Context: an optimization exercise on an open-source flow, tuned for small area. The choices shown serve that exercise and are no tape-out recipe.
Function was checked by simulation only, so behaviour that the tests miss may differ from the original.
No activity file was given, so power comes from the tool's default toggle rates.

$ cat flow/constraint.sdc
create_clock -name core_clock -period 6.0 [get_ports {clk_i}]
set_input_delay 1.2000 -clock core_clock [delete_from_list [all_inputs] [get_ports {clk_i}]]
set_output_delay 1.2000 -clock core_clock [all_outputs]
set_load 0.01 [all_outputs]
$ cat flow/standard.sh
#!/bin/bash
# synth_recipe.tcl (not shown) runs the flow's synth.tcl, then flattens the netlist and writes it again
# the make line also repeats each setting of config.mk as NAME=value (left out here)
make -C /OpenROAD-flow-scripts/flow DESIGN_CONFIG=/design/flow/config.mk WORK_HOME=/design/flow/orfs CLKGATE_MAP_FILE= SYNTH_SCRIPT=/design/flow/synth_recipe.tcl "${@:-finish}"
$ cat flow/flow/area.abc
strash
dch
amap
$ cat flow/design.v
package seq_pkg;
  typedef logic [$clog2(8)-1:0] vid_t;
  typedef logic [8-1:0] vinsn_vec_t;
  typedef logic [$clog2(32)-1:0] vreg_t;
  typedef enum logic [2:0] {
    VADD,
    VSUB,
    VMUL,
    VMACC,
    VLE,
    VSE
  } seq_op_e;
  typedef enum logic [1:0] {
    VFU_ALU,
    VFU_MFPU,
    VFU_LOAD,
    VFU_STORE
  } vfu_e;
  typedef enum logic {
    ST_IDLE,
    ST_WAIT
  } seq_state_e;
endpackage
module vec_sequencer (
  input  logic                            clk_i,
  input  logic                            rst_ni,
  input  logic                            req_valid_i,
  output logic                            req_ready_o,
  input  logic [2:0]                      req_op_i,
  input  logic [4:0]                      req_vs1_i,
  input  logic                            req_use_vs1_i,
  input  logic [4:0]                      req_vs2_i,
  input  logic                            req_use_vs2_i,
  input  logic [4:0]                      req_vd_i,
  input  logic                            req_use_vd_i,
  output logic                            resp_valid_o,
  output logic                            resp_error_o,
  output logic                            idle_o,
  output logic                            pe_req_valid_o,
  input  logic                            pe_req_ready_i,
  output logic [2:0]                      pe_req_id_o,
  output logic [2:0]                      pe_req_op_o,
  output logic [4:0]                      pe_req_vs1_o,
  output logic [4:0]                      pe_req_vs2_o,
  output logic [4:0]                      pe_req_vd_o,
  output logic [7:0]                      pe_hazard_vs1_o,
  output logic [7:0]                      pe_hazard_vs2_o,
  output logic [7:0]                      pe_hazard_vd_o,
  output logic [7:0]                      vinsn_running_o,
  output logic [63:0]                     hazard_table_o,
  input  logic [31:0]                     unit_done_i,
  input  logic                            addrgen_ack_i,
  input  logic                            addrgen_error_i
);
  logic is_alu, is_mfpu, is_ld, is_st;
  assign is_alu  = req_op_i[2:1] == 2'b00;
  assign is_mfpu = req_op_i[2:1] == 2'b01;
  assign is_ld   = req_op_i == 3'd4;
  assign is_st   = !is_alu && !is_mfpu && !is_ld;
  logic [7:0] run_q;
  logic [1:0] cnt_alu_q, cnt_mfpu_q;
  logic       busy_ld_q, busy_st_q;
  logic       wait_q;
  logic [7:0][4:0] wreg_q, r1reg_q, r2reg_q;
  logic [7:0]      wlast_q, r1last_q, r2last_q;
  logic       unit_free, full, issue;
  logic [7:0] nsel;
  logic [2:0] nid;
  assign full = &run_q;
  assign unit_free = (is_alu  && !cnt_alu_q[1]) ||
                     (is_mfpu && !cnt_mfpu_q[1]) ||
                     (is_ld   && !busy_ld_q) ||
                     (is_st   && !busy_st_q);
  assign req_ready_o = !wait_q && !(pe_req_valid_o && !pe_req_ready_i) && !full && unit_free;
  assign issue       = req_valid_i && req_ready_o;
  assign resp_valid_o = wait_q && addrgen_ack_i;
  assign resp_error_o = addrgen_error_i;
  always_comb begin
    nsel = '0;
    nid  = '0;
    for (int i = 7; i >= 0; i--) begin
      if (!run_q[i]) begin
        nsel    = '0;
        nsel[i] = 1'b1;
        nid     = 3'(i);
      end
    end
  end
  logic [7:0] done, keep, run_d;
  assign done  = unit_done_i[7:0] | unit_done_i[15:8] | unit_done_i[23:16] | unit_done_i[31:24];
  assign keep  = run_q & ~done;
  assign run_d = keep | (issue ? nsel : 8'h00);
  assign vinsn_running_o = run_q;
  assign idle_o          = ~|run_q;
  logic [7:0] eq_w1, eq_w2, eq_wd;
  logic [7:0] eq_a1, eq_a2, eq_ad;
  logic [7:0] eq_b1, eq_b2, eq_bd;
  logic [7:0] raw1, raw2, war, waw;
  logic [7:0] hz1, hz2, hzd;
  for (genvar i = 0; i < 8; i++) begin : gen_cmp
    assign eq_w1[i] = wreg_q[i] == req_vs1_i;
    assign eq_w2[i] = wreg_q[i] == req_vs2_i;
    assign eq_wd[i] = wreg_q[i] == req_vd_i;
    assign eq_a1[i] = r1reg_q[i] == req_vs1_i;
    assign eq_a2[i] = r1reg_q[i] == req_vs2_i;
    assign eq_ad[i] = r1reg_q[i] == req_vd_i;
    assign eq_b1[i] = r2reg_q[i] == req_vs1_i;
    assign eq_b2[i] = r2reg_q[i] == req_vs2_i;
    assign eq_bd[i] = r2reg_q[i] == req_vd_i;
  end
  assign raw1 = (req_use_vs1_i ? eq_w1 & wlast_q : 8'h00);
  assign raw2 = (req_use_vs2_i ? eq_w2 & wlast_q : 8'h00);
  assign waw  = (req_use_vd_i  ? eq_wd & wlast_q : 8'h00);
  assign war  = (req_use_vd_i  ? (eq_ad & r1last_q) | (eq_bd & r2last_q) : 8'h00);
  assign hz1 = (raw1 | war) & keep;
  assign hz2 = (raw2 | war) & keep;
  assign hzd = waw & keep;
  logic [7:0] hzany;
  assign hzany = hz1 | hz2 | hzd;
  always_ff @(posedge clk_i or negedge rst_ni) begin
    if (!rst_ni) begin
      run_q          <= '0;
      cnt_alu_q      <= '0;
      cnt_mfpu_q     <= '0;
      busy_ld_q      <= 1'b0;
      busy_st_q      <= 1'b0;
      wait_q         <= 1'b0;
      pe_req_valid_o <= 1'b0;
    end else begin
      run_q <= run_d;
      if (issue && is_alu && !(|unit_done_i[7:0])) cnt_alu_q <= cnt_alu_q + 2'd1;
      else if (!(issue && is_alu) && (|unit_done_i[7:0])) cnt_alu_q <= cnt_alu_q - 2'd1;
      if (issue && is_mfpu && !(|unit_done_i[15:8])) cnt_mfpu_q <= cnt_mfpu_q + 2'd1;
      else if (!(issue && is_mfpu) && (|unit_done_i[15:8])) cnt_mfpu_q <= cnt_mfpu_q - 2'd1;
      if (issue && is_ld) busy_ld_q <= 1'b1;
      else if (|unit_done_i[23:16]) busy_ld_q <= 1'b0;
      if (issue && is_st) busy_st_q <= 1'b1;
      else if (|unit_done_i[31:24]) busy_st_q <= 1'b0;
      if (wait_q) begin
        if (addrgen_ack_i) wait_q <= 1'b0;
      end else if (issue && (is_ld || is_st)) begin
        wait_q <= 1'b1;
      end
      pe_req_valid_o <= issue || (pe_req_valid_o && !pe_req_ready_i);
    end
  end
  logic [63:0] table_q;
  always_ff @(posedge clk_i or negedge rst_ni) begin
    if (!rst_ni) begin
      table_q <= '0;
    end else begin
      for (int r = 0; r < 8; r++) begin
        for (int j = 0; j < 8; j++) begin
          if (r == j) table_q[8*r+j] <= 1'b0;
          else table_q[8*r+j] <= (table_q[8*r+j] && keep[r] && keep[j]) ||
                                 (issue && nsel[r] && hzany[j]);
        end
      end
    end
  end
  assign hazard_table_o = table_q;
  always_ff @(posedge clk_i) begin
    if (issue) begin
      pe_req_id_o     <= nid;
      pe_req_op_o     <= req_op_i;
      pe_req_vs1_o    <= req_vs1_i;
      pe_req_vs2_o    <= req_vs2_i;
      pe_req_vd_o     <= req_vd_i;
      pe_hazard_vs1_o <= hz1;
      pe_hazard_vs2_o <= hz2;
      pe_hazard_vd_o  <= hzd;
      for (int i = 0; i < 8; i++) begin
        if (nsel[i]) begin
          wreg_q[i]  <= req_vd_i;
          r1reg_q[i] <= req_vs1_i;
          r2reg_q[i] <= req_vs2_i;
        end
      end
    end
  end
  logic [7:0] set_w, set_r1, set_r2, kill_w, kill_r1, kill_r2;
  assign set_w   = (issue && req_use_vd_i)  ? nsel : 8'h00;
  assign set_r1  = (issue && req_use_vs1_i) ? nsel : 8'h00;
  assign set_r2  = (issue && req_use_vs2_i) ? nsel : 8'h00;
  assign kill_w  = issue ? (nsel | (req_use_vd_i ? eq_wd : 8'h00)) : 8'h00;
  assign kill_r1 = issue ? (nsel | (req_use_vs1_i ? eq_a1 : 8'h00) | (req_use_vs2_i ? eq_a2 : 8'h00)) : 8'h00;
  assign kill_r2 = issue ? (nsel | (req_use_vs1_i ? eq_b1 : 8'h00) | (req_use_vs2_i ? eq_b2 : 8'h00)) : 8'h00;
  always_ff @(posedge clk_i) begin
    wlast_q  <= (wlast_q  & ~kill_w)  | set_w;
    r1last_q <= (r1last_q & ~kill_r1) | set_r1;
    r2last_q <= (r2last_q & ~kill_r2) | set_r2;
  end
endmodule
$ cat flow/flow/place_prep.tcl
# As timing-driven placement does: drop synthesis buffers before the ports get theirs
source [file join [file dirname [info script]] small_bufs.tcl]
remove_buffers
$ cat flow/flow/small_bufs.tcl
# Keep repair from reaching for the largest buffers
set_dont_use [get_lib_cells {sky130_fd_sc_hd__buf_6 sky130_fd_sc_hd__buf_8 sky130_fd_sc_hd__buf_12 sky130_fd_sc_hd__buf_16 sky130_fd_sc_hd__bufbuf_8 sky130_fd_sc_hd__bufbuf_16 sky130_fd_sc_hd__clkbuf_8 sky130_fd_sc_hd__clkbuf_16}]
$ cat flow/config.mk
export PLATFORM = sky130hd
export DESIGN_NAME = vec_sequencer
export DESIGN_NICKNAME = vec_sequencer
export VERILOG_FILES = /design/flow/design.v
export SDC_FILE = /design/flow/constraint.sdc
export NUM_CORES = 4
export LEC_CHECK = 0
export CAP_MARGIN = 20
export CORE_MARGIN = 2
export CORE_UTILIZATION = 40
export GPL_TIMING_DRIVEN = 0
export SLEW_MARGIN = 20
$ cat flow/flow/area_synth.tcl.in
proc abc {args} {
  set i [lsearch -exact $args -script]
  if {$i >= 0} { lset args [expr {$i + 1}] @ABC@ }
  yosys abc {*}$args
}
proc synth {args} { yosys synth -nofsm -noshare {*}$args }
source $::env(SCRIPTS_DIR)/synth.tcl
# left out here: clear keep_hierarchy, flatten, clean up, hide names made inside functions, write 1_2_yosys.v
$ cat flow/flow/run.sh
#!/bin/bash
# Standard layout, with three changes:
#  - synthesis maps the logic with an area-oriented ABC script (flow/area.abc);
#    everything else in synthesis is synth_recipe.tcl as given
#  - the port buffers are made from the smallest buffer cell
#  - a lighter clock tree: clkbuf_4 only, small sink clusters, no dummy loads
set -euo pipefail
W=$PWD
sed "s#@ABC@#$W/flow/area.abc#" flow/area_synth.tcl.in > "$W/area_synth.tcl"
export BUFFER_PORTS_ARGS="-buffer_cell sky130_fd_sc_hd__buf_1"
for s in FLOORPLAN GLOBAL_PLACE RESIZE REPAIR_TIMING_POST_PLACE CTS GLOBAL_ROUTE DETAIL_ROUTE; do export PRE_${s}_TCL="$W/flow/small_bufs.tcl"; done
export PRE_GLOBAL_PLACE_TCL="$W/flow/place_prep.tcl"
export CTS_ARGS="-sink_clustering_enable -repair_clock_nets -dont_use_dummy_load -buf_list {sky130_fd_sc_hd__clkbuf_4} -sink_clustering_size 10 -sink_clustering_max_diameter 40"
bash standard.sh finish SYNTH_SCRIPT="$W/area_synth.tcl" > standard_make.log 2>&1
==> results of run 1 <==
==> placed cells by master, fill, tap and decap left out, drive strengths merged <==
master,count
ha,2
o221a,1
a22oi,3
a32oi,17
nor2,71
clkinv,214
o221ai,27
nor2b,2
nor4,54
or4,2
a2111oi,22
o22ai,242
a222oi,46
o2111ai,5
conb,8
nor3,28
buf,199
a31oi,16
nand2,29
o21ai,58
a311oi,2
diode,2
dfxtp,24
xnor2,1
a21oi,28
a221o,1
nand3,10
o211ai,5
nand4,2
or2,21
o32ai,7
a211oi,5
dfrtp,72
clkbuf,41
or3,3
nand4b,1
nand2b,1
edfxtp,165
a221oi,30
==> worst register-to-register path, cell delays in order, from the launching register on <==
cell,delay (ns)
dfrtp_1,0.55
clkinv_1,0.40
nor2_1,0.27
nand3_1,0.22
or3_1,0.40
nor3_1,0.71
clkinv_1,0.30
nor2_2,0.74
clkinv_1,0.66
o22ai_1,0.33
==> per-stage QoR <==
stage	setup TNS (ns)	area (sq um)	instances
floorplan	0	12870	1234
CTS	0	14510	1865
finish	0	14550	1869
global placement	-220.41	13940	1797
global route	0	14550	1869
detailed placement	0	14200	1824
==> how the worst min path moves through the flow <==
stage,start,endpoint,cells after the start
after floorplan,r1last_q[2]$_DFF_P_,r1last_q[2]$_DFF_P_,2
after global placement,r1last_q[2]$_DFF_P_,r1last_q[2]$_DFF_P_,2
after detailed placement,r1last_q[2]$_DFF_P_,r1last_q[2]$_DFF_P_,2
after CTS,rst_ni,cnt_alu_q[0]$_DFFE_PN0P_,1
after global routing,rst_ni,cnt_alu_q[0]$_DFFE_PN0P_,1
final,rst_ni,cnt_alu_q[0]$_DFFE_PN0P_,1
==> synth_stat cells <==
| cell | number | area share (%) |
|---|---|---|
| nand2_1 | 29 | 0.85 |
| edfxtp_1 | 165 | 39 |
| or3_1 | 3 | 0.15 |
| dfrtp_1 | 72 | 14 |
| a211oi_1 | 5 | 0.29 |
| conb_1 | 1 | 0.029 |
| a221oi_1 | 30 | 2.0 |
| nand4_1 | 2 | 0.097 |
| clkinv_1 | 214 | 6.3 |
| or4_1 | 2 | 0.12 |
| o21ai_0 | 58 | 2.3 |
| a311oi_1 | 2 | 0.14 |
| nor4_1 | 54 | 2.6 |
| a2111oi_0 | 22 | 1.5 |
| o221ai_1 | 27 | 1.8 |
| dfxtp_1 | 24 | 3.7 |
| a32oi_1 | 17 | 1.2 |
| nor3_1 | 28 | 1.1 |
| o22ai_1 | 242 | 12 |
| o221a_1 | 1 | 0.088 |
| a221o_1 | 1 | 0.078 |
| a222oi_1 | 46 | 3.6 |
| nand4b_1 | 1 | 0.068 |
| a22oi_1 | 3 | 0.18 |
| o2111ai_1 | 5 | 0.34 |
| buf_4 | 9 | 0.53 |
| ha_1 | 2 | 0.19 |
| nand2b_1 | 1 | 0.049 |
| xnor2_1 | 1 | 0.068 |
| nand3_1 | 10 | 0.39 |
| o32ai_1 | 7 | 0.48 |
| nor2b_1 | 2 | 0.097 |
| a21oi_1 | 28 | 1.1 |
| nor2_1 | 71 | 2.1 |
| a31oi_1 | 16 | 0.78 |
| or2_0 | 21 | 1.0 |
| o211ai_1 | 5 | 0.29 |
==> registers in the layout (all words and copies together) (netlist names), 8 cells and up <==
register / cells
run_q: 8
wlast_q: 8
hazard_table_o: 56
r1last_q: 8
pe_hazard_vs1_o: 8
wreg_q: 40
r1reg_q: 40
pe_hazard_vd_o: 8
r2last_q: 8
pe_hazard_vs2_o: 8
r2reg_q: 40
==> layer usage <==
| metal | up-vias | routed length (um) |
|---|---|---|
| li1 | 5526 | - |
| met2 | 1039 | 21710 |
| met4 | 0 | 2227 |
| met1 | 6033 | 19240 |
| met3 | 198 | 6106 |
| met5 | - | 0 |
==> layout make-up <==
cell class | count | area [sq um]
Tap cell | 402 | 503.0
Fill cell | 3002 | 17010
Inverter | 214 | 818.3
Timing Repair Buffer | 199 | 850.8
Antenna cell | 2 | 5.005
Clock buffer | 41 | 307.8
Multi-Input combinational cell | 750 | 4827
Sequential cell | 261 | 7237
==> cell families (layout without fill, tap and decap cells) <==
| family | count (synthesis) | count (layout) | share of synthesized area, % |
|---|---|---|---|
| AOI/OAI and AO/OA | 515 | 515 | 27.94 |
| DFF | 261 | 261 | 56.36 |
| and+or+nand+nor | 224 | 224 | 8.633 |
| buffers and inverters | 223 | 454 | 6.782 |
| adders and majority gates | 2 | 2 | 0.1948 |
| other | 1 | 10 | 0.02920 |
| xor gates and xnor gates | 1 | 1 | 0.06822 |
==> power groups by stage <==
stage                     Clock, W  Combinational (W)  Sequential [W]
after floorplan                  0           0.000271         0.00214
after global placement           0           0.000522         0.00213
after detailed placement         0           0.000542         0.00213
after CTS                 0.000935           0.000544         0.00209
after global routing      0.000999           0.000596         0.00210
final                     0.000912           0.000560         0.00209
==> run notes, run 1 <==
- CTS tree: done
- Die footprint: 33550 sq um
- Fin crit share: 78.41%
- Clock power frac: 25.6%
- Fin nets: 1528
- Hold_ws: 0.4238 ns
- Psw: approximately 0.0011 W
- CP max stage delay: 0.74 ns
- TritonRoute pass-1 iters: 9
- CTS Sinks: about 260
- PortBufs: 170
- DRT antenna net count: 0
- Hold/Removal Path Class: input pin to asynchronous set/reset pin
- GRT Overall Usage: 28.35%
- Largest net degree at the start of global routing: 39
- R2r endpoint: hazard_table_o[59]$_DFF_PN0_
- Crit path time final: 4.705 ns
- Overall power: roughly 0.0036 W
- Fin. max-slew vios: 0
- Fin. Hold Viols: 0
- Arr. time, crit path: around 5.3 ns
- Final setup viols: 0
- Initial core utilization: approximately 40%
- R2R depth: 9
- Postcts setup bufs: 0
- H-tree levels: 2
- Busiest grt layer: met2
- GR Util met2: 42.53%
- Gpl congestion: slightly below 0.9
- GR Layer Usage met1: 38.98%
- Via/cell ratio: 6.846
- Reg2reg start: run_q[0]$_DFF_PN0_
- Most frequent CP cell: clkinv_1
- Vias in the first global route: about 12000
- DR iter-0 viols: 2689
- Hold-fix buffers, CTS: 0
- CORE AREA: 31560 sq um
- Max_cap viols: 0
- Critical path's slowest cell: nor2_2
- Post-detail-place hpwl: 29840 um
- Placement Rows: 65
- Clock Skews: 0.05793 ns
- Sequential power share: 58.7%
- Avg Cell Area, Syn: 10.47 sq um
- Sequential area share after synthesis: 56.36%
- Combinational power share: 15.7%
- Vert. Die Dim: 183.2 um
- Critical Path Sink Type: register
- Yosys cell types: 37
- Final worst slack: 1.295 ns
- Max_slew headroom: 19.19%
- Post-layout util: 46.11%
- Die Wd: 183.2 um
- Worst endpoint required time: 6.56 ns
- Pint: 0.002502 W
- R2R Setup Slk: 1.30 ns
- CP top delay family: simple AND/OR/NAND/NOR gates
- CTS root buffer: clkbuf_4
- Cell count after synthesis: approximately 1200
- RSZ-0062 raised after global routing: no
- Worst IR Drop VDD: 0.1544 mV
- #FFs+latches synth: 261
- CP Class: register to register
- Yosys warnings: 1
- Fmax: between 200 and 250 MHz
- Power per cell area: 244.9 nW/um^2
- Final wirelength: 49280 um
- Vias post-DR: 12800
- Max FO, Critical Path: 16
- Num CTS Buffers: between 40 and 50
- Cells along the critical path: clkinv_1 > nor2_1 > nand3_1 > or3_1 > nor3_1 > clkinv_1 > nor2_2 > clkinv_1 > o22ai_1
- Clock slew at the register clock pins of the worst setup and hold paths: 0.10 ns
- Drc violations: 0
- Grt met3 use: 5.937%
- Sw Ratio: 29.79%
- WL/cell: 26.37 um
- Leak: 4.499 nW
- First-pass GRT wire length: 72330 um
- Post-Place Setup Slack: 0.8372 ns
- Skew-Pair Late Insertion Delay: 0.69 ns
- Clk buf depth: 3
- Cell count along the critical path: 9
- Worst setup SP type: register
- Worst-Margin Slew: 1.205 ns
- Layout cells sized above 1: between 7 and 8%
- Post-cts resize count: 0
- Initial antenna violation count: 1
- Outcome: finished clean
- Setup crit start: run_q[0]$_DFF_PN0_
- Syn-to-layout area delta: 13.30%
- I/O pins: 181
- CP bufs+invs: 3
- GRT overflow: 0
- Post-synthesis cell area: about 13000 sq um
- Worst Setup EP: hazard_table_o[59]$_DFF_PN0_
==> inputs of run 2 (changes only) <==
==> flow/flow/run.sh (replaced) <==
#!/bin/bash
# Standard layout (standard.sh), with these changes:
#  - synthesis maps the logic with an area-oriented ABC script (flow/area.abc);
#    everything else in synthesis is synth_recipe.tcl as given
#  - the port buffers are made from the smallest buffer cell
#  - repair may not use the largest buffer cells (flow/small_bufs.tcl)
#  - a lighter clock tree: clkbuf_4 only, small sink clusters, no dummy loads
# make's whole output goes to standard_make.log; ORFS keeps each step's log
# under orfs/logs.
set -euo pipefail
W=$PWD
sed "s#@ABC@#$W/flow/area.abc#" flow/area_synth.tcl.in > "$W/area_synth.tcl"
export BUFFER_PORTS_ARGS="-buffer_cell sky130_fd_sc_hd__buf_1"
for s in FLOORPLAN GLOBAL_PLACE RESIZE REPAIR_TIMING_POST_PLACE CTS GLOBAL_ROUTE DETAIL_ROUTE; do
  export PRE_${s}_TCL="$W/flow/small_bufs.tcl"
done
export PRE_GLOBAL_PLACE_TCL="$W/flow/place_prep.tcl"
export CTS_ARGS="-sink_clustering_enable -repair_clock_nets -dont_use_dummy_load -buf_list {sky130_fd_sc_hd__clkbuf_4} -sink_clustering_size 10 -sink_clustering_max_diameter 40"
bash standard.sh finish SYNTH_SCRIPT="$W/area_synth.tcl" > standard_make.log 2>&1
--- a/flow/config.mk
+++ b/flow/config.mk
@@ -6,7 +6,7 @@
 export NUM_CORES = 4
 export LEC_CHECK = 0
-export CAP_MARGIN = 20
+export CAP_MARGIN = 10
 export CORE_MARGIN = 2
 export CORE_UTILIZATION = 40
 export GPL_TIMING_DRIVEN = 0
-export SLEW_MARGIN = 20
+export SLEW_MARGIN = 10
==> run notes, run 2 <==
- CTS tree: done (unchanged)
- Mux cell area share after synthesis: 0% (unchanged)
- Outcome: finished clean (unchanged)
- Initial core utilization: 40.69% (unchanged)
- Fmax: 188.2 MHz (was 212.6 MHz)
- Worst endpoint required time: 6.49 ns (was 6.56 ns)
- Post-synth EDFFs: 165 (unchanged)
- Post-synth top cells: 242 x o22ai_1, 214 x clkinv_1, 165 x edfxtp_1, 72 x dfrtp_1, 71 x nor2_1 (unchanged)
- Met2 wire len: 21840 um (was 21710 um)
- Synth Area in Adders: 0.1949% (unchanged)
- #FFs+latches synth: 261 (unchanged)
- Top-count cell post-synth: o22ai_1 (unchanged)
- Met3 wire len: 5700 um (was 6106 um)
- Top_reg_cell synth: edfxtp_1 (unchanged)
- Post-synthesis cell area: 12840 sq um (unchanged)
- TritonRoute pass-1 iters: 9 (unchanged)
- CP top delay family: buffers and inverters (was simple AND/OR/NAND/NOR gates)
- Worst IR Drop VDD: 0.1373 mV (was 0.1544 mV)
- RSZ-0062 raised after global routing: no (unchanged)
- Clk buf depth: 3 (unchanged)
- Synth area leader: edfxtp_1 (unchanged)
- Synth Area in Simple Gates: 8.633% (unchanged)
- Die Wd: 183.2 um (unchanged)
- Skew-Pair Late Insertion Delay: 0.71 ns (was 0.69 ns)
- WL met1: 19480 um (was 19240 um)
- CTS Sinks: 261 (unchanged)
- Crit path time final: 5.314 ns (was 4.705 ns)
- Critical path's slowest cell: clkinv_1 (was nor2_2)
- Worst setup SP type: input pin (was register)
- Post-cts resize count: 0 (unchanged)
- R2R Setup Slk: 1.37 ns (was 1.30 ns)
- Cells along the critical path: buf_2 > clkinv_1 > nor2_1 > a21oi_1 > o221ai_1 > nor3_1 > a32oi_1 > nor2_1 > a31oi_1 > nor2_1 > nor3_1 > o22ai_1 (was clkinv_1 > nor2_1 > nand3_1 > or3_1 > nor3_1 > clkinv_1 > nor2_2 > clkinv_1 > o22ai_1)
- Die footprint: 33550 sq um (unchanged)
- Post-Place Setup Slack: 0.1956 ns (was 0.8372 ns)
- Fin nets: 1523 (was 1528)
- Setup tns final: 0 ns (unchanged)
- Layout cells sized above 1: 6.438% (was 7.850%)
- R2r endpoint: hazard_table_o[62]$_DFF_PN0_ (was hazard_table_o[59]$_DFF_PN0_)
- CP bufs+invs: 2 (was 3)
- CORE AREA: 31560 sq um (unchanged)
- First-pass GRT wire length: 72120 um (was 72330 um)
- Worst-Margin Slew: 1.334 ns (was 1.205 ns)
- Clock Skews: 0.09675 ns (was 0.05793 ns)
- Final setup viols: 0 (unchanged)
- Post-synth top area share: 38.59% (unchanged)
- CP max stage delay: 1.31 ns (was 0.74 ns)
- Max reg flops: 56 (unchanged)
- Most common cell after layout, fill and taps aside: o22ai_1 (unchanged)
- Gpl congestion: 0.8817 (unchanged)
- DRT antenna net count: 0 (unchanged)
- Layout Cell Area excl Fill: 14480 sq um (was 14550 sq um)
- Final wirelength: 49120 um (was 49280 um)
- Final worst slack: 0.6857 ns (was 1.295 ns)
- Largest net degree at the start of global routing: 48 (was 39)
- Max_slew headroom: 10.54% (was 19.19%)
- Multi-input gate area: 4802 sq um (was 4827 sq um)
- H-tree levels: 2 (unchanged)
- Via/cell ratio: 6.814 (was 6.846)
- WL/cell: 26.37 um (about the same)
- Post-detail-place hpwl: 28760 um (was 29840 um)
- Fin. Hold Viols: 0 (unchanged)
- Cell count after synthesis: 1227 (unchanged)
- Max FO, Critical Path: 33 (was 16)
- Num CTS Buffers: 39 (was 41)
- Drc violations: 0 (unchanged)
- Vias post-DR: 12690 (was 12800)
- Yosys warnings: 1 (unchanged)
- Hold/Removal Path Class: input pin to asynchronous set/reset pin (unchanged)
- Reg2reg start: run_q[0]$_DFF_PN0_ (unchanged)
- Avg Cell Area, Syn: 10.47 sq um (unchanged)
- Filler cells: 3009 (was 3002)
- Clock slew at the register clock pins of the worst setup and hold paths: 0.11 ns (was 0.10 ns)
- Compound-Gate Fraction of Synth Area: 27.94% (unchanged)
- CTS root buffer: clkbuf_4 (unchanged)
- Sequential area share after synthesis: 56.36% (unchanged)
- Most frequent cells in the layout: 242 x o22ai_1, 212 x clkinv_1, 165 x edfxtp_1, 153 x buf_1, 72 x dfrtp_1 (was 242 x o22ai_1, 202 x clkinv_1, 165 x edfxtp_1, 152 x buf_1, 72 x dfrtp_1)
- Postcts setup bufs: 0 (unchanged)
- Fin crit share: 88.57% (was 78.41%)
- DR iter-0 viols: 2399 (was 2689)
- Hold_ws: 0.4073 ns (was 0.4238 ns)
- Hold-fix buffers, CTS: 0 (unchanged)
- Syn-to-layout area delta: 12.76% (was 13.30%)
- R2R depth: 9 (unchanged)
- PortBufs: 170 (unchanged)
- I/O pins: 181 (unchanged)
- Critical Path Sink Type: register (unchanged)
- Leak: 4.443 nW (was 4.499 nW)
- FF+latch area: 7237 sq um (unchanged)
- Top area cells in the synthesized netlist: edfxtp_1 39%, dfrtp_1 14%, o22ai_1 12% (unchanged)
- GRT overflow: 0 (unchanged)
- Fin. max-slew vios: 0 (unchanged)
- GRT Overall Usage: 28.28% (was 28.35%)
- Largest family of logic cells by synthesized area: compound AO/OA/AOI/OAI gates (unchanged)
- Initial antenna violation count: 1 (unchanged)
- Vias in the first global route: 11960 (was 12140)
- Vert. Die Dim: 183.2 um (unchanged)
- Post-place instance area: 14140 sq um (was 14200 sq um)
- Most frequent CP cell: nor2_1 (was clkinv_1)
- Power per cell area: 245.0 nW/um^2 (was 244.9 nW/um^2)
- Post-Synth XOR/XNOR Area: 0.06821% (unchanged)
- Top Metal Used: met4 (unchanged)
- Synth async-reset ratio: 27.59% (unchanged)
- Max_cap viols: 0 (unchanged)
- CP Class: input pin to register (was register to register)
- Arr. time, crit path: 5.80 ns (was 5.26 ns)
- Placement Rows: 65 (unchanged)
- Yosys cell types: 37 (unchanged)
- Post-layout util: 45.89% (was 46.11%)
==> run 2: cell counts after synthesis <==
Identical to the previous run, type by type.
==> run 2: worst max path at each step <==
| stage | from | to | slack, ns | cells past startpoint |
|---|---|---|---|---|
| after floorplan | req_op_i[2] | hazard_table_o[40]$_DFF_PN0_ | 0.12 | 8 |
| after global placement | req_op_i[2] | hazard_table_o[40]$_DFF_PN0_ | -3.27 | 9 |
| after detailed placement | req_vd_i[0] | hazard_table_o[52]$_DFF_PN0_ | 0.20 | 12 |
| after CTS | req_vd_i[0] | hazard_table_o[4]$_DFF_PN0_ | 0.85 | 12 |
| after global routing | req_vd_i[0] | hazard_table_o[4]$_DFF_PN0_ | 0.52 | 12 |
| final | req_vd_i[0] | hazard_table_o[4]$_DFF_PN0_ | 0.69 | 12 |
==> run 2: layout make-up <==
type | instances | area share, %
diodes | 1 | 0.01728
clock buffers | 39 | 2.022
inverters | 214 | 5.565
multi-input cells | 750 | 33.16
flip-flops and latches | 261 | 49.98
well taps | 402 | 3.474
repair buffers | 196 | 5.781
==> run 2: stage by stage <==
| step | power (W) | instances |
|---|---|---|
| after CTS | 0.003543 | 1857 |
| after global routing | 0.003679 | 1863 |
| after detailed placement | 0.002667 | 1818 |
| after global placement | 0.002653 | 1797 |
| after floorplan | 0.002408 | 1234 |
| final | 0.003547 | 1863 |
==> run 2: layer usage <==
metal  vias up  GRT usage (%)
met5         -              0
met4         0          13.95
met3       176          5.600
met2       954          43.38
met1      6056          38.38
li1       5508              -
==> run 2: cells by family (layout without fill, tap and decap cells) <==
group,count (synthesis),in the layout
other,1,9
XOR/XNOR,1,1
AND/OR/NAND/NOR,224,224
flip-flops,261,261
AO/OA/AOI/OAI,515,515
buffers and inverters,223,449
adder cells (fa/ha/maj),2,2
==> run 2: power by group <==
group / switching [W] / leakage [nW] / internal, W
combinational: 0.000401 / 1.56 / 0.000154
sequential: 0.0000595 / 2.70 / 0.00203
clock: 0.000600 / 0.179 / 0.000299
==> inputs of run 3 (changes only) <==
--- a/flow/config.mk
+++ b/flow/config.mk
@@ -8,5 +8,5 @@
 export CAP_MARGIN = 10
 export CORE_MARGIN = 2
-export CORE_UTILIZATION = 40
+export CORE_UTILIZATION = 70
 export GPL_TIMING_DRIVEN = 0
 export SLEW_MARGIN = 10
==> run notes, run 3 <==
- Die footprint: 19440 sq um (was 33550 sq um)
- CTS tree: done (unchanged)
- Max FO, Critical Path: 32 (was 33)
- Crit path time final: 5.133 ns (was 5.314 ns)
- Post-detail-place hpwl: 25470 um (was 28760 um)
- Arr. time, crit path: 5.62 ns (was 5.80 ns)
- Yosys warnings: 1 (unchanged)
- Outcome: finished clean (unchanged)
- Fin nets: 1505 (was 1523)
- Max_slew headroom: 11.56% (was 10.54%)
- Postcts setup bufs: 0 (unchanged)
- First-pass GRT wire length: 65740 um (was 72120 um)
- Drc violations: 0 (unchanged)
- H-tree levels: 2 (unchanged)
- Worst setup SP type: input pin (unchanged)
- Psw: 0.001021 W (was 0.001060 W)
- Vert. Die Dim: 139.4 um (was 183.2 um)
- Syn-to-layout area delta: 10.01% (was 12.76%)
- Layout cells sized above 1: 5.201% (was 6.438%)
- Most frequent cells in the layout: 242 x o22ai_1, 213 x clkinv_1, 165 x edfxtp_1, 152 x buf_1, 72 x dfrtp_1 (was 242 x o22ai_1, 212 x clkinv_1, 165 x edfxtp_1, 153 x buf_1, 72 x dfrtp_1)
- Most common cell after layout, fill and taps aside: o22ai_1 (unchanged)
- Placement Rows: 49 (was 65)
- WL/cell: 26.03 um (was 26.37 um)
- Critical path's slowest cell: clkinv_1 (unchanged)
- GRT Overall Usage: 43.48% (was 28.28%)
- Yosys cell types: 37 (unchanged)
- Max reg flops: 56 (unchanged)
- Setup tns final: 0 ns (unchanged)
- Final setup viols: 0 (unchanged)
- Die Wd: 139.4 um (was 183.2 um)
- Worst IR Drop VDD: 0.2485 mV (was 0.1373 mV)
- Sequential power share: 59.9% (was 59.0%)
- CP max stage delay: 1.29 ns (was 1.31 ns)
- DR iter-0 viols: 2670 (was 2399)
- Avg Cell Area, Syn: 10.47 sq um (unchanged)
- Hold path startpoint: r1last_q[2]$_DFF_P_
- Post-synthesis cell area: 12840 sq um (unchanged)
- CP Class: input pin to register (unchanged)
- PortBufs: 170 (unchanged)
- Num CTS Buffers: 38 (was 39)
- Clock power frac: 24.7% (was 25.3%)
- Combinational power share: 15.4% (was 15.6%)
- Post-synth top cells: 242 x o22ai_1, 214 x clkinv_1, 165 x edfxtp_1, 72 x dfrtp_1, 71 x nor2_1 (unchanged)
- CORE AREA: 17960 sq um (was 31560 sq um)
- R2r endpoint: wlast_q[2]$_DFF_P_ (was hazard_table_o[62]$_DFF_PN0_)
- GRT overflow: 0 (unchanged)
- R2R Setup Slk: 1.44 ns (was 1.37 ns)
- RSZ-0062 raised after global routing: no (unchanged)
- R2R depth: 10 (was 9)
- Synth async-reset ratio: 27.59% (unchanged)
- Vias post-DR: 13000 (was 12690)
- Fin crit share: 85.55% (was 88.57%)
- Power per cell area: 247.4 nW/um^2 (was 245.0 nW/um^2)
- Fin. max-slew vios: 0 (unchanged)
- Leak: 4.354 nW (was 4.443 nW)
- Reg2reg start: run_q[0]$_DFF_PN0_ (unchanged)
- Cell count after synthesis: 1227 (unchanged)
- Hold/Removal Path Class: register to register (was input pin to asynchronous set/reset pin)
- Gpl congestion: 0.9912 (was 0.8817)
- Final wirelength: 43530 um (was 49120 um)
- Worst hold path endpoint: r1last_q[2]$_DFF_P_
- Pint: 0.002474 W (was 0.002487 W)
- CTS Sinks: 261 (unchanged)
- Critical Path Sink Type: register (unchanged)
- Worst-Margin Slew: 1.318 ns (was 1.334 ns)
- Clk buf depth: 3 (unchanged)
- Skew-Pair Late Insertion Delay: 0.66 ns (was 0.71 ns)
- Hold Path Depth: 2
- Post-synth top area share: 38.59% (unchanged)
- Top area cells in the synthesized netlist: edfxtp_1 39%, dfrtp_1 14%, o22ai_1 12% (unchanged)
- Max_cap viols: 0 (unchanged)
- Initial antenna violation count: 1 (unchanged)
- #FFs+latches synth: 261 (unchanged)
- Vias in the first global route: 12250 (was 11960)
- CTS root buffer: clkbuf_4 (unchanged)
- Via/cell ratio: 7.775 (was 6.814)
- Post-cts resize count: 0 (unchanged)
- Worst endpoint required time: 6.48 ns (was 6.49 ns)
- Hold-fix buffers, CTS: 0 (unchanged)
- Clock slew at the register clock pins of the worst setup and hold paths: 0.08 ns (was 0.11 ns)
- Cells along the critical path: buf_2 > clkinv_1 > o22ai_1 > nor3_1 > a32oi_1 > nor2_1 > a31oi_1 > nor2_1 > nor3_1 > o21ai_0 (was buf_2 > clkinv_1 > nor2_1 > a21oi_1 > o221ai_1 > nor3_1 > a32oi_1 > nor2_1 > a31oi_1 > nor2_1 > nor3_1 > o22ai_1)
- Largest net degree at the start of global routing: 48 (unchanged)
- Sw Ratio: 29.22% (was 29.89%)
- Fmax: 194.8 MHz (was 188.2 MHz)
- I/O pins: 181 (unchanged)
- DRT antenna net count: 0 (unchanged)
- Overall power: 0.003495 W (was 0.003547 W)
- TritonRoute pass-1 iters: 11 (was 9)
- Fin. Hold Viols: 0 (unchanged)
- Post-synth EDFFs: 165 (unchanged)
- Top-count cell post-synth: o22ai_1 (unchanged)
- Clock Skews: 0.04582 ns (was 0.09675 ns)
- Top_reg_cell synth: edfxtp_1 (unchanged)
- Initial core utilization: 71.48% (was 40.69%)
- Sequential area share after synthesis: 56.36% (unchanged)
- Synth area leader: edfxtp_1 (unchanged)
[run 3: per-stage QoR]
step	hold slack, ns	setup slack [ns]	util, %	area [sq um]	cells
finish	0.4549	0.8671	78.64	14130	1672
global route	0.4858	0.8381	78.64	14130	1672
CTS	0.4568	1.125	78.60	14120	1671
detailed placement	0.4501	0.4870	77.01	13830	1633
global placement	0.4460	-2.183	76.40	13720	1624
floorplan	0.4334	0.1205	-	12870	1234
[run 3: area by class of cell]
type	instances	area, sq um
timing repair buffer	179	713.2
fill	1191	3837
antenna	1	2.502
sequential	261	7237
multi-input combinational	750	4797
clock buffer	38	285.3
inverter	214	804.5
tap	229	286.5
[run 3: logic make-up after synthesis]
family | count (synthesis) | share of synthesized area [%]
AND/OR/NAND/NOR | 224 | 8.633
XOR/XNOR | 1 | 0.06822
flip-flops | 261 | 56.36
adder cells (fa/ha/maj) | 2 | 0.1948
buffers and inverters | 223 | 6.782
other | 1 | 0.02920
AO/OA/AOI/OAI | 515 | 27.94
[run 3: worst max-delay path: cells and delay by family]
family,cells,cell delay (ns)
AOI/OAI and AO/OA,4,1.32
buffers and inverters,2,1.96
and+or+nand+nor,4,1.12
[run 3: worst max path at each step]
stage                     start                            to  slack (ns)  cells after the start
finish              req_vd_i[2]  hazard_table_o[53]$_DFF_PN0_        0.87                     10
global route        req_vd_i[2]  hazard_table_o[53]$_DFF_PN0_        0.84                     10
detailed placement  req_op_i[2]  hazard_table_o[57]$_DFF_PN0_        0.49                      9
floorplan           req_op_i[2]  hazard_table_o[40]$_DFF_PN0_        0.12                      8
CTS                 req_op_i[2]  hazard_table_o[59]$_DFF_PN0_        1.13                      9
global placement    req_op_i[2]  hazard_table_o[40]$_DFF_PN0_       -2.18                      9
[run 3: per-layer routing]
metal  share of wire (%)  GRT usage (%)  vias to the layer above  wire, um
li1                    -              -                     5468         -
met1                  33          57.20                     5807     14390
met2                  43          65.69                     1420     18920
met3                  17          11.60                      304      7310
met4                 6.7          25.47                        0      2904
met5                   0              0                        -         0
[run 3: power by group through the flow]
stage	Combinational [W]	Sequential (W)	Clock [W]
final	0.000538	0.00209	0.000863
after global routing	0.000568	0.00210	0.000925
after CTS	0.000511	0.00209	0.000858
after detailed placement	0.000509	0.00213	0
after global placement	0.000487	0.00213	0
after floorplan	0.000271	0.00214	0
==> inputs of run 4 (changes only) <==
--- a/flow/config.mk
+++ b/flow/config.mk
@@ -8,5 +8,5 @@
 export CAP_MARGIN = 10
 export CORE_MARGIN = 2
-export CORE_UTILIZATION = 70
+export CORE_UTILIZATION = 60
 export GPL_TIMING_DRIVEN = 0
 export SLEW_MARGIN = 10
==> run notes, run 4 <==
- Post-synth EDFFs: 165 (unchanged)
- Synth async-reset ratio: 27.59% (unchanged)
- Hold/Removal Path Class: input pin to asynchronous set/reset pin (was register to register)
- Clock power frac: 24.9% (was 24.7%)
- Post-synthesis cell area: 12840 sq um (unchanged)
- Setup tns final: 0 ns (unchanged)
- RSZ-0062 raised after global routing: no (unchanged)
- Drc violations: 0 (unchanged)
- Yosys warnings: 1 (unchanged)
- Initial antenna violation count: 1 (unchanged)
- TritonRoute pass-1 iters: 11 (unchanged)
- Max FO, Critical Path: 32 (unchanged)
- Syn-to-layout area delta: 10.61% (was 10.01%)
- R2R depth: 10 (unchanged)
- Vert. Die Dim: 150.3 um (was 139.4 um)
- GRT overflow: 0 (unchanged)
- CORE AREA: 21020 sq um (was 17960 sq um)
- Psw: 0.001031 W (was 0.001021 W)
- Arr. time, crit path: 5.81 ns (was 5.62 ns)
- Clk buf depth: 3 (unchanged)
- FF+latch area: 7237 sq um (unchanged)
- Avg Cell Area, Syn: 10.47 sq um (unchanged)
- CP Class: input pin to register (unchanged)
- Sequential area share after synthesis: 56.36% (unchanged)
- Fmax: 187.0 MHz (was 194.8 MHz)
- R2R Setup Slk: 1.41 ns (was 1.44 ns)
- Crit path time final: 5.347 ns (was 5.133 ns)
- CTS root buffer: clkbuf_4 (unchanged)
- Worst-Margin Slew: 1.361 ns (was 1.318 ns)
- Outcome: finished clean (unchanged)
- Post-detail-place hpwl: 25780 um (was 25470 um)
- Top_reg_cell synth: edfxtp_1 (unchanged)
- Skew-Pair Late Insertion Delay: 0.70 ns (was 0.66 ns)
- Fin. Hold Viols: 0 (unchanged)
- Via/cell ratio: 7.421 (was 7.775)
- Clock slew at the register clock pins of the worst setup and hold paths: 0.11 ns (was 0.08 ns)
- Initial core utilization: 61.09% (was 71.48%)
- First-pass GRT wire length: 66130 um (was 65740 um)
- Grt met3 use: 8.606% (was 11.60%)
- H-tree levels: 2 (unchanged)
- Max_slew headroom: 8.731% (was 11.56%)
- Pint: 0.002474 W (about the same)
- Worst Setup EP: hazard_table_o[59]$_DFF_PN0_ (was hazard_table_o[53]$_DFF_PN0_)
- Gpl congestion: 0.9123 (was 0.9912)
- Die Wd: 150.3 um (was 139.4 um)
- Clock Skews: 0.1264 ns (was 0.04582 ns)
- Hold-fix buffers, CTS: 0 (unchanged)
- R2r endpoint: wlast_q[2]$_DFF_P_ (unchanged)
- Yosys cell types: 37 (unchanged)
- Largest family of logic cells by synthesized area: compound AO/OA/AOI/OAI gates (unchanged)
- Largest net degree at the start of global routing: 48 (unchanged)
- WL/cell: 26.01 um (was 26.03 um)
- Critical Path Sink Type: register (unchanged)
- Post-place instance area: 13910 sq um (was 13830 sq um)
- Busiest grt layer: met2 (unchanged)
- Num CTS Buffers: 38 (unchanged)
- Max_cap viols: 0 (unchanged)
- Sequential power share: 59.7% (was 59.9%)
- Fin nets: 1507 (was 1505)
- Worst setup SP type: input pin (unchanged)
- Mux cell area share after synthesis: 0% (unchanged)
- Vias post-DR: 12760 (was 13000)
- Compound-Gate Fraction of Synth Area: 27.94% (unchanged)
- Post-synth top area share: 38.59% (unchanged)
- Cell count after synthesis: 1227 (unchanged)
- Post-Synth XOR/XNOR Area: 0.06821% (unchanged)
- Final wirelength: 44730 um (was 43530 um)
- Fin crit share: 89.12% (was 85.55%)
- Power per cell area: 246.8 nW/um^2 (was 247.4 nW/um^2)
- Die footprint: 22590 sq um (was 19440 sq um)
- Placement Rows: 53 (was 49)
- Layout Cell Area excl Fill: 14200 sq um (was 14130 sq um)
- Post-synth top cells: 242 x o22ai_1, 214 x clkinv_1, 165 x edfxtp_1, 72 x dfrtp_1, 71 x nor2_1 (unchanged)
- Fin. max-slew vios: 0 (unchanged)
- Layout cells sized above 1: 5.332% (was 5.201%)
- Sw Ratio: 29.41% (was 29.22%)
- Post-cts resize count: 0 (unchanged)
- Most frequent cells in the layout: 242 x o22ai_1, 213 x clkinv_1, 165 x edfxtp_1, 152 x buf_1, 72 x dfrtp_1 (unchanged)
- Worst IR Drop VDD: 0.1706 mV (was 0.2485 mV)
- CTS Sinks: 261 (unchanged)
- Max reg flops: 56 (unchanged)
- PortBufs: 170 (unchanged)
- Synth area leader: edfxtp_1 (unchanged)
- GR Layer Usage met1: 54.08% (was 57.20%)
- DRT antenna net count: 0 (unchanged)
- GRT Overall Usage: 38.76% (was 43.48%)
- Multi-input gate area: 4797 sq um (unchanged)
- DR iter-0 viols: 2247 (was 2670)
- Synth Area in Simple Gates: 8.633% (unchanged)
- Top-count cell post-synth: o22ai_1 (unchanged)
- I/O pins: 181 (unchanged)
- CTS tree: done (unchanged)
- Combinational power share: 15.4% (about the same)
- Postcts setup bufs: 0 (unchanged)
- Synth Area in Adders: 0.1949% (unchanged)
- Most common cell after layout, fill and taps aside: o22ai_1 (unchanged)
- #FFs+latches synth: 261 (unchanged)
- Setup crit start: req_vd_i[4] (was req_vd_i[2])
- Leak: 4.363 nW (was 4.354 nW)
- Worst endpoint required time: 6.46 ns (was 6.48 ns)
- Final setup viols: 0 (unchanged)
- Reg2reg start: run_q[0]$_DFF_PN0_ (unchanged)
- Top area cells in the synthesized netlist: edfxtp_1 39%, dfrtp_1 14%, o22ai_1 12% (unchanged)
- Vias in the first global route: 11710 (was 12250)
- GR Util met2: 57.23% (was 65.69%)
- Filler cells: 1717 (was 1191)
## run 4: worst min-delay path by stage
stage,to,startpoint
after detailed placement,r1last_q[2]$_DFF_P_,r1last_q[2]$_DFF_P_
after CTS,cnt_alu_q[1]$_DFFE_PN0P_,rst_ni
after global placement,r1last_q[2]$_DFF_P_,r1last_q[2]$_DFF_P_
after global routing,cnt_alu_q[1]$_DFFE_PN0P_,rst_ni
after floorplan,r1last_q[2]$_DFF_P_,r1last_q[2]$_DFF_P_
final,cnt_alu_q[1]$_DFFE_PN0P_,rst_ni
## run 4: worst max-delay path: stages
cell and delay [ns]:
buf_2 0.68, clkinv_1 1.36, o22ai_1 0.57, nor4_1 0.10, a21oi_1 0.32, nor2_1 0.10, a31oi_1 0.22, nor2_1 0.08
nor3_1 0.96, o22ai_1 0.17
## run 4: area by class of cell
| cell class | instances | area share [%] |
|---|---|---|
| inverter | 214 | 5.664 |
| sequential | 261 | 50.95 |
| clock buffer | 38 | 2.008 |
| antenna | 1 | 0.01762 |
| timing repair buffer | 181 | 5.162 |
| tap | 275 | 2.422 |
| multi-input combinational | 750 | 33.77 |
## run 4: metrics by stage
stage	setup slack, ns	utilization (%)	total power (W)	instances	hold WS [ns]
after global placement	-2.758	65.56	0.002628	1670	0.4440
final	0.6528	67.57	0.003505	1720	0.3809
after global routing	0.7133	67.57	0.003622	1720	0.3615
after CTS	0.8072	67.52	0.003489	1719	0.3610
after detailed placement	0.09825	66.16	0.002650	1681	0.4480
after floorplan	0.1205	-	0.002408	1234	0.4334
## run 4: layer usage
metal  vias up  wire [um]
met2      1084      19780
met1      6024      16470
met5         -          0
met3       190       6343
li1       5466          -
met4         0       2146
## run 4: kinds of logic after synthesis
logic type               Yosys count
other                              1
XOR/XNOR                           1
adder cells (fa/ha/maj)            2
AND/OR/NAND/NOR                  224
buffers and inverters            223
flip-flops                       261
AO/OA/AOI/OAI                    515
## run 4: power groups by stage
stage | registers (W) | logic [W] | clock network [W]
2_1_floorplan | 0.00214 | 0.000271 | 0
3_3_place_gp | 0.00213 | 0.000499 | 0
3_5_place_dp | 0.00213 | 0.000520 | 0
4_1_cts | 0.00209 | 0.000522 | 0.000876
5_1_grt | 0.00210 | 0.000575 | 0.000945
6_report | 0.00209 | 0.000540 | 0.000873
==> inputs of run 5 (changes only) <==
--- a/flow/config.mk
+++ b/flow/config.mk
@@ -6,7 +6,7 @@
 export NUM_CORES = 4
 export LEC_CHECK = 0
-export CAP_MARGIN = 10
+export CAP_MARGIN = 20
 export CORE_MARGIN = 2
 export CORE_UTILIZATION = 60
 export GPL_TIMING_DRIVEN = 0
-export SLEW_MARGIN = 10
+export SLEW_MARGIN = 20
==> run notes, run 5 <==
- Gpl congestion: 0.9123 (unchanged)
- Arr. time, crit path: 5.41 ns (was 5.81 ns)
- Fmax: 203.8 MHz (was 187.0 MHz)
- Post-synth top area share: 38.59% (unchanged)
- Outcome: finished clean (unchanged)
- Clock Skews: 0.09548 ns (was 0.1264 ns)
- Post-synth EDFFs: 165 (unchanged)
- WL/cell: 25.76 um (was 26.01 um)
- Crit path time final: 4.908 ns (was 5.347 ns)
- Multi-input gate area: 4812 sq um (was 4797 sq um)
- CP max stage delay: 1.17 ns (was 1.36 ns)
- RSZ-0062 raised after global routing: no (unchanged)
- Synth area leader: edfxtp_1 (unchanged)
- GRT Overall Usage: 38.88% (was 38.76%)
- Filler cells: 1689 (was 1717)
- Critical path's slowest cell: clkinv_1 (unchanged)
- FF+latch area: 7237 sq um (unchanged)
- Worst-Margin Slew: 1.172 ns (was 1.361 ns)
- CTS Sinks: 261 (unchanged)
- Placement Rows: 53 (unchanged)
- Post-synth top cells: 242 x o22ai_1, 214 x clkinv_1, 165 x edfxtp_1, 72 x dfrtp_1, 71 x nor2_1 (unchanged)
- Post-layout util: 68.05% (was 67.57%)
- Fin crit share: 81.79% (was 89.12%)
- Vert. Die Dim: 150.3 um (unchanged)
- Cell count after synthesis: 1227 (unchanged)
- I/O pins: 181 (unchanged)
- CTS root buffer: clkbuf_4 (unchanged)
- Fin. Hold Viols: 0 (unchanged)
- Fin. max-slew vios: 0 (unchanged)
- Post-detail-place hpwl: 26080 um (was 25780 um)
- Overall power: 0.003518 W (was 0.003505 W)
- Syn-to-layout area delta: 11.40% (was 10.61%)
- Worst endpoint required time: 6.51 ns (was 6.46 ns)
- Vias post-DR: 12760 (about the same)
- Clk buf depth: 3 (unchanged)
- Via/cell ratio: 7.366 (was 7.421)
- Layout cells sized above 1: 6.799% (was 5.332%)
- PortBufs: 170 (unchanged)
- First-pass GRT wire length: 66240 um (was 66130 um)
- DRT antenna net count: 0 (unchanged)
- Die Wd: 150.3 um (unchanged)
- Most frequent CP cell: nor2_1
- Sequential area share after synthesis: 56.36% (unchanged)
- #FFs+latches synth: 261 (unchanged)
- Top area cells in the synthesized netlist: edfxtp_1 39%, dfrtp_1 14%, o22ai_1 12% (unchanged)
- Num CTS Buffers: 39 (was 38)
- Die footprint: 22590 sq um (unchanged)
- Fin nets: 1519 (was 1507)
- Final wirelength: 44620 um (was 44730 um)
- H-tree levels: 2 (unchanged)
- Leak: 4.443 nW (was 4.363 nW)
- CP Class: input pin to register (unchanged)
- Critical Path Sink Type: register (unchanged)
- Most frequent cells in the layout: 242 x o22ai_1, 206 x clkinv_1, 165 x edfxtp_1, 152 x buf_1, 72 x dfrtp_1 (was 242 x o22ai_1, 213 x clkinv_1, 165 x edfxtp_1, 152 x buf_1, 72 x dfrtp_1)
- Post-cts resize count: 0 (unchanged)
- Initial antenna violation count: 1 (unchanged)
- Layout Cell Area excl Fill: 14310 sq um (was 14200 sq um)
- Setup tns final: 0 ns (unchanged)
- Post-synthesis cell area: 12840 sq um (unchanged)
- Max_slew headroom: 21.37% (was 8.731%)
- Max FO, Critical Path: 33 (was 32)
- Skew-Pair Late Insertion Delay: 0.68 ns (was 0.70 ns)
- Max_cap viols: 0 (unchanged)
- Clock slew at the register clock pins of the worst setup and hold paths: 0.09 ns (was 0.11 ns)
- Max reg flops: 56 (unchanged)
- Power per cell area: 245.9 nW/um^2 (was 246.8 nW/um^2)
- CTS tree: done (unchanged)
- TritonRoute pass-1 iters: 8 (was 11)
- Top_reg_cell synth: edfxtp_1 (unchanged)
- Synth async-reset ratio: 27.59% (unchanged)
- Yosys cell types: 37 (unchanged)
- Most common cell after layout, fill and taps aside: o22ai_1 (unchanged)
- GRT overflow: 0 (unchanged)
- Worst setup SP type: input pin (unchanged)
- Hold-fix buffers, CTS: 0 (unchanged)
- CORE AREA: 21020 sq um (unchanged)
- Vias in the first global route: 11940 (was 11710)
- Initial core utilization: 61.09% (unchanged)
- Avg Cell Area, Syn: 10.47 sq um (unchanged)
- DR iter-0 viols: 2010 (was 2247)
- Largest net degree at the start of global routing: 35 (was 48)
- Post-place instance area: 13980 sq um (was 13910 sq um)
- Worst IR Drop VDD: 0.1615 mV (was 0.1706 mV)
- Hold_ws: 0.4496 ns (was 0.3809 ns)
- Yosys warnings: 1 (unchanged)
- Final setup viols: 0 (unchanged)
- Drc violations: 0 (unchanged)
- Top-count cell post-synth: o22ai_1 (unchanged)
- Postcts setup bufs: 0 (unchanged)
- Hold/Removal Path Class: input pin to asynchronous set/reset pin (unchanged)
- Cells along the critical path: buf_2 > clkinv_1 > nor2_1 > a21oi_1 > o221ai_1 > nor3_1 > a32oi_1 > nor2_1 > a31oi_1 > nor2_1 > nor3_1 > o22ai_1 (was buf_2 > clkinv_1 > o22ai_1 > nor4_1 > a21oi_1 > nor2_1 > a31oi_1 > nor2_1 > nor3_1 > o22ai_1)
-- run 5: cell counts after synthesis --
No cell type changed its count.
-- run 5: report_power, final --
group	leakage [nW]	internal (W)	switching, W
Clock	0.179	0.000299	0.000583
Sequential	2.70	0.00203	0.0000589
Combinational	1.56	0.000153	0.000390
-- run 5: per-layer routing --
metal  global-route usage (%)  routed length (um)  part of all wire, %
met5                        0                   0                    0
met2                    58.93               19840                   44
met3                    8.212                6036                   14
met4                    19.10                2183                  4.9
met1                    53.55               16560                   37
-- run 5: cell type report --
type                       instances  share of cell area [%]
inverter                         214                   5.668
sequential                       261                   50.59
multi-input combinational        750                   33.64
clock buffer                      39                   2.047
timing repair buffer             192                   5.633
antenna                            1                 0.01749
tap                              275                   2.405
-- run 5: kinds of logic after synthesis --
group           after synthesis  synth area share, %
compound gates              515                27.94
flops                       261                56.36
simple gates                224                8.633
buf+inv                     223                6.782
fa+ha+maj                     2               0.1948
xor+xnor                      1              0.06822
other cells                   1              0.02920
-- run 5: critical path, delay by kind of cell --
| kind | cells | cell delay [ns] |
|---|---|---|
| AO/OA/AOI/OAI | 5 | 0.95 |
| buffers and inverters | 2 | 1.77 |
| AND/OR/NAND/NOR | 5 | 1.46 |
-- run 5: metrics by stage --
stage / worst slack, ns / std cells
after floorplan: 0.1205 / 1234
after global placement: -2.758 / 1670
after detailed placement: 0.5712 / 1690
after CTS: 1.269 / 1729
after global routing: 0.8498 / 1732
final: 1.092 / 1732
-- run 5: final timing paths --
path                            depth (start not counted)           startpoint                            to  slack, ns
worst max-delay path                                   12          req_vd_i[0]   hazard_table_o[4]$_DFF_PN0_       1.09
worst max register to register                         10   run_q[0]$_DFF_PN0_  hazard_table_o[35]$_DFF_PN0_       1.47
worst min-delay path                                    1               rst_ni      pe_req_valid_o$_DFF_PN0_       0.45
worst min register to register                          2  r1last_q[2]$_DFF_P_           r1last_q[2]$_DFF_P_       0.47
min in group core_clock                                 2  r1last_q[2]$_DFF_P_           r1last_q[2]$_DFF_P_       0.47
max in group asynchronous                               3               rst_ni  hazard_table_o[32]$_DFF_PN0_       4.45
==> inputs of run 6 (changes only) <==
--- a/flow/config.mk
+++ b/flow/config.mk
@@ -8,5 +8,5 @@
 export CAP_MARGIN = 20
 export CORE_MARGIN = 2
-export CORE_UTILIZATION = 60
+export CORE_UTILIZATION = 40
 export GPL_TIMING_DRIVEN = 0
 export SLEW_MARGIN = 20
==> run notes, run 6 <==
- DRT antenna net count: 0 (unchanged)
- CORE AREA: 31560 sq um (was 21020 sq um)
- Initial antenna violation count: 1 (unchanged)
- GRT Overall Usage: 28.35% (was 38.88%)
- Post-synth top area share: 38.59% (unchanged)
- Leak: 4.499 nW (was 4.443 nW)
- Reg2reg start: run_q[0]$_DFF_PN0_ (unchanged)
- Clock Skews: 0.05793 ns (was 0.09548 ns)
- Vias in the first global route: 12140 (was 11940)
- WL/cell: 26.37 um (was 25.76 um)
- Worst IR Drop VDD: 0.1544 mV (was 0.1615 mV)
- Inst Count DP: 1824 (was 1690)
- Fin crit share: 78.41% (was 81.79%)
- Final non-filler cell total: 1869 (was 1732)
- Critical path's slowest cell: nor2_2 (was clkinv_1)
- Placement Rows: 65 (was 53)
- Postcts setup bufs: 0 (unchanged)
- Power per cell area: 244.9 nW/um^2 (was 245.9 nW/um^2)
- Post-synth EDFFs: 165 (unchanged)
- Cell count after synthesis: 1227 (unchanged)
- Initial core utilization: 40.69% (was 61.09%)
- Skew-Pair Late Insertion Delay: 0.69 ns (was 0.68 ns)
- Post-cts resize count: 0 (unchanged)
- GRT overflow: 0 (unchanged)
- Num CTS Buffers: 41 (was 39)
- Overall power: 0.003563 W (was 0.003518 W)
- Max FO, Critical Path: 16 (was 33)
- Fin. Hold Viols: 0 (unchanged)
- R2r endpoint: hazard_table_o[59]$_DFF_PN0_ (was hazard_table_o[35]$_DFF_PN0_)
- Clock slew at the register clock pins of the worst setup and hold paths: 0.10 ns (was 0.09 ns)
- Post-detail-place hpwl: 29840 um (was 26080 um)
- CTS root buffer: clkbuf_4 (unchanged)
- Via/cell ratio: 6.846 (was 7.366)
- Synth async-reset ratio: 27.59% (unchanged)
- I/O pins: 181 (unchanged)
- Vias post-DR: 12800 (was 12760)
- Layout cells sized above 1: 7.850% (was 6.799%)
- Worst-Margin Slew: 1.205 ns (was 1.172 ns)
- Crit path time final: 4.705 ns (was 4.908 ns)
- Hold-fix buffers, CTS: 0 (unchanged)
- PortBufs: 170 (unchanged)
- Vert. Die Dim: 183.2 um (was 150.3 um)
- Fmax: 212.6 MHz (was 203.8 MHz)
- RSZ-0062 raised after global routing: no (unchanged)
- Largest net degree at the start of global routing: 39 (was 35)
- Syn-to-layout area delta: 13.30% (was 11.40%)
- Post-synth top cells: 242 x o22ai_1, 214 x clkinv_1, 165 x edfxtp_1, 72 x dfrtp_1, 71 x nor2_1 (unchanged)
- Final setup viols: 0 (unchanged)
- Post-layout util: 46.11% (was 68.05%)
- Top_reg_cell synth: edfxtp_1 (unchanged)
- First-pass GRT wire length: 72330 um (was 66240 um)
- H-tree levels: 2 (unchanged)
- Cells along the critical path: clkinv_1 > nor2_1 > nand3_1 > or3_1 > nor3_1 > clkinv_1 > nor2_2 > clkinv_1 > o22ai_1 (was buf_2 > clkinv_1 > nor2_1 > a21oi_1 > o221ai_1 > nor3_1 > a32oi_1 > nor2_1 > a31oi_1 > nor2_1 > nor3_1 > o22ai_1)
- Die footprint: 33550 sq um (was 22590 sq um)
- Die Wd: 183.2 um (was 150.3 um)
- R2R depth: 9 (was 10)
- CP max stage delay: 0.74 ns (was 1.17 ns)
- TritonRoute pass-1 iters: 9 (was 8)
- Worst endpoint required time: 6.56 ns (was 6.51 ns)
- Hold/Removal Path Class: input pin to asynchronous set/reset pin (unchanged)
- #FFs+latches synth: 261 (unchanged)
- Synth area leader: edfxtp_1 (unchanged)
- Post-synthesis cell area: 12840 sq um (unchanged)
- Fin nets: 1528 (was 1519)
- Most frequent CP cell: clkinv_1 (was nor2_1)
- Outcome: finished clean (unchanged)
- Sequential area share after synthesis: 56.36% (unchanged)
- Top-count cell post-synth: o22ai_1 (unchanged)
- Fin. max-slew vios: 0 (unchanged)
- Max_cap viols: 0 (unchanged)
- Top area cells in the synthesized netlist: edfxtp_1 39%, dfrtp_1 14%, o22ai_1 12% (unchanged)
- Critical Path Sink Type: register (unchanged)
- Avg Cell Area, Syn: 10.47 sq um (unchanged)
- Worst setup SP type: register (was input pin)
- R2R Setup Slk: 1.30 ns (was 1.47 ns)
- CTS tree: done (unchanged)
- Gpl congestion: 0.8817 (was 0.9123)
- Drc violations: 0 (unchanged)
- DR iter-0 viols: 2689 (was 2010)
- CTS Sinks: 261 (unchanged)
- Most common cell after layout, fill and taps aside: o22ai_1 (unchanged)
- Final wirelength: 49280 um (was 44620 um)
- Yosys warnings: 1 (unchanged)
- Yosys cell types: 37 (unchanged)
- Most frequent cells in the layout: 242 x o22ai_1, 202 x clkinv_1, 165 x edfxtp_1, 152 x buf_1, 72 x dfrtp_1 (was 242 x o22ai_1, 206 x clkinv_1, 165 x edfxtp_1, 152 x buf_1, 72 x dfrtp_1)
- Clk buf depth: 3 (unchanged)
- Arr. time, crit path: 5.26 ns (was 5.41 ns)
- Max_slew headroom: 19.19% (was 21.37%)
- Max reg flops: 56 (unchanged)
- CP Class: register to register (was input pin to register)
-- run 6: cell counts after synthesis --
No cell type changed its count.
-- run 6: power breakdown --
part	leakage [nW]	internal [W]	switching, W
combinational	1.61	0.000156	0.000403
sequential	2.70	0.00203	0.0000594
clock	0.189	0.000314	0.000599
total	4.50	0.00250	0.00106
-- run 6: cell type report --
| type | count | area [sq um] |
|---|---|---|
| Fill cell | 3002 | 17010 |
| Tap cell | 402 | 503.0 |
| Multi-Input combinational cell | 750 | 4827 |
| Antenna cell | 2 | 5.005 |
| Clock buffer | 41 | 307.8 |
| Sequential cell | 261 | 7237 |
| Timing Repair Buffer | 199 | 850.8 |
| Inverter | 214 | 818.3 |
-- run 6: cell families after synthesis --
logic type | synth area share, %
AO/OA/AOI/OAI | 27.94
XOR/XNOR | 0.06822
adder cells (fa/ha/maj) | 0.1948
buffers and inverters | 6.782
flip-flops | 56.36
other | 0.02920
AND/OR/NAND/NOR | 8.633
-- run 6: per-layer routing --
layer  track usage (%)  vias up  share of wire (%)
met5                 0        -                  0
met4             14.24        0                4.5
met3             5.937      198                 12
met2             42.53     1039                 44
met1             38.98     6033                 39
li1                  -     5526                  -
-- run 6: worst max-delay path: cells and delay by family, from the launching register on --
family / cells / cell delay (ns)
AO/OA/AOI/OAI: 1 / 0.32
flip-flops: 1 / 0.55
buffers and inverters: 3 / 1.35
AND/OR/NAND/NOR: 5 / 2.34
-- run 6: stage by stage --
step / cell area (sq um) / hold WS (ns) / TNS [ns] / setup WS, ns
after CTS: 14510 / 0.3808 / 0 / 1.447
after global placement: 13940 / 0.4455 / -220.41 / -3.275
after detailed placement: 14200 / 0.4512 / 0 / 0.8372
after floorplan: 12870 / 0.4334 / 0 / 0.1205
after global routing: 14550 / 0.4171 / 0 / 1.070
final: 14550 / 0.4238 / 0 / 1.295
-- run 6: worst max path at each step --
| stage | startpoint | to | depth (start not counted) |
|---|---|---|---|
| 6_report | run_q[0]$_DFF_PN0_ | hazard_table_o[59]$_DFF_PN0_ | 9 |
| 5_1_grt | run_q[0]$_DFF_PN0_ | r2last_q[7]$_DFF_P_ | 9 |
| 4_1_cts | run_q[0]$_DFF_PN0_ | hazard_table_o[59]$_DFF_PN0_ | 9 |
| 3_5_place_dp | req_op_i[2] | wlast_q[0]$_DFF_P_ | 11 |
| 3_3_place_gp | req_op_i[2] | hazard_table_o[40]$_DFF_PN0_ | 9 |
| 2_1_floorplan | req_op_i[2] | hazard_table_o[40]$_DFF_PN0_ | 8 |

==> afterwards: timing with drivers on the ports <==
How much do the figures lean on ideal ports? The routed layouts below were timed once more, with nothing changed but the port constraints.
Step 1 sets driving cells, clkbuf_16 on the clock port and buf_2 on the other inputs (assumed; they add their load-dependent delay and slew).
Step 2 moves the port delays by t, midway between the first and last clock arrival at a register: inputs arrive t later, outputs are due t later. That takes back most of the time a late clock gives input paths.
Three values: no drivers, after step 1, after step 2; two values: the first two.
run | t (ns) | setup WS [ns] | worst setup path at the end
run 1 | 0.707 | 1.295 / 1.295 / 0.766 | input to register
run 2 | 0.705 | 0.686 / 0.709 / 0.004 | input to register
run 3 | 0.684 | 0.867 / 0.887 / 0.203 | input to register
run 4 | 0.683 | 0.653 / 0.676 / -0.008 | input to register
run 5 | 0.681 | 1.092 / 1.115 / 0.434 | input to register
run 6 | 0.707 | 1.295 / 1.295 / 0.766 | input to register
With both steps, setup timing fails in run 4, where it was met with ideal ports. For run 2, which loses most, drivers alone change the setup slack by +0.023 ns; drivers and shift together by -0.682 ns.
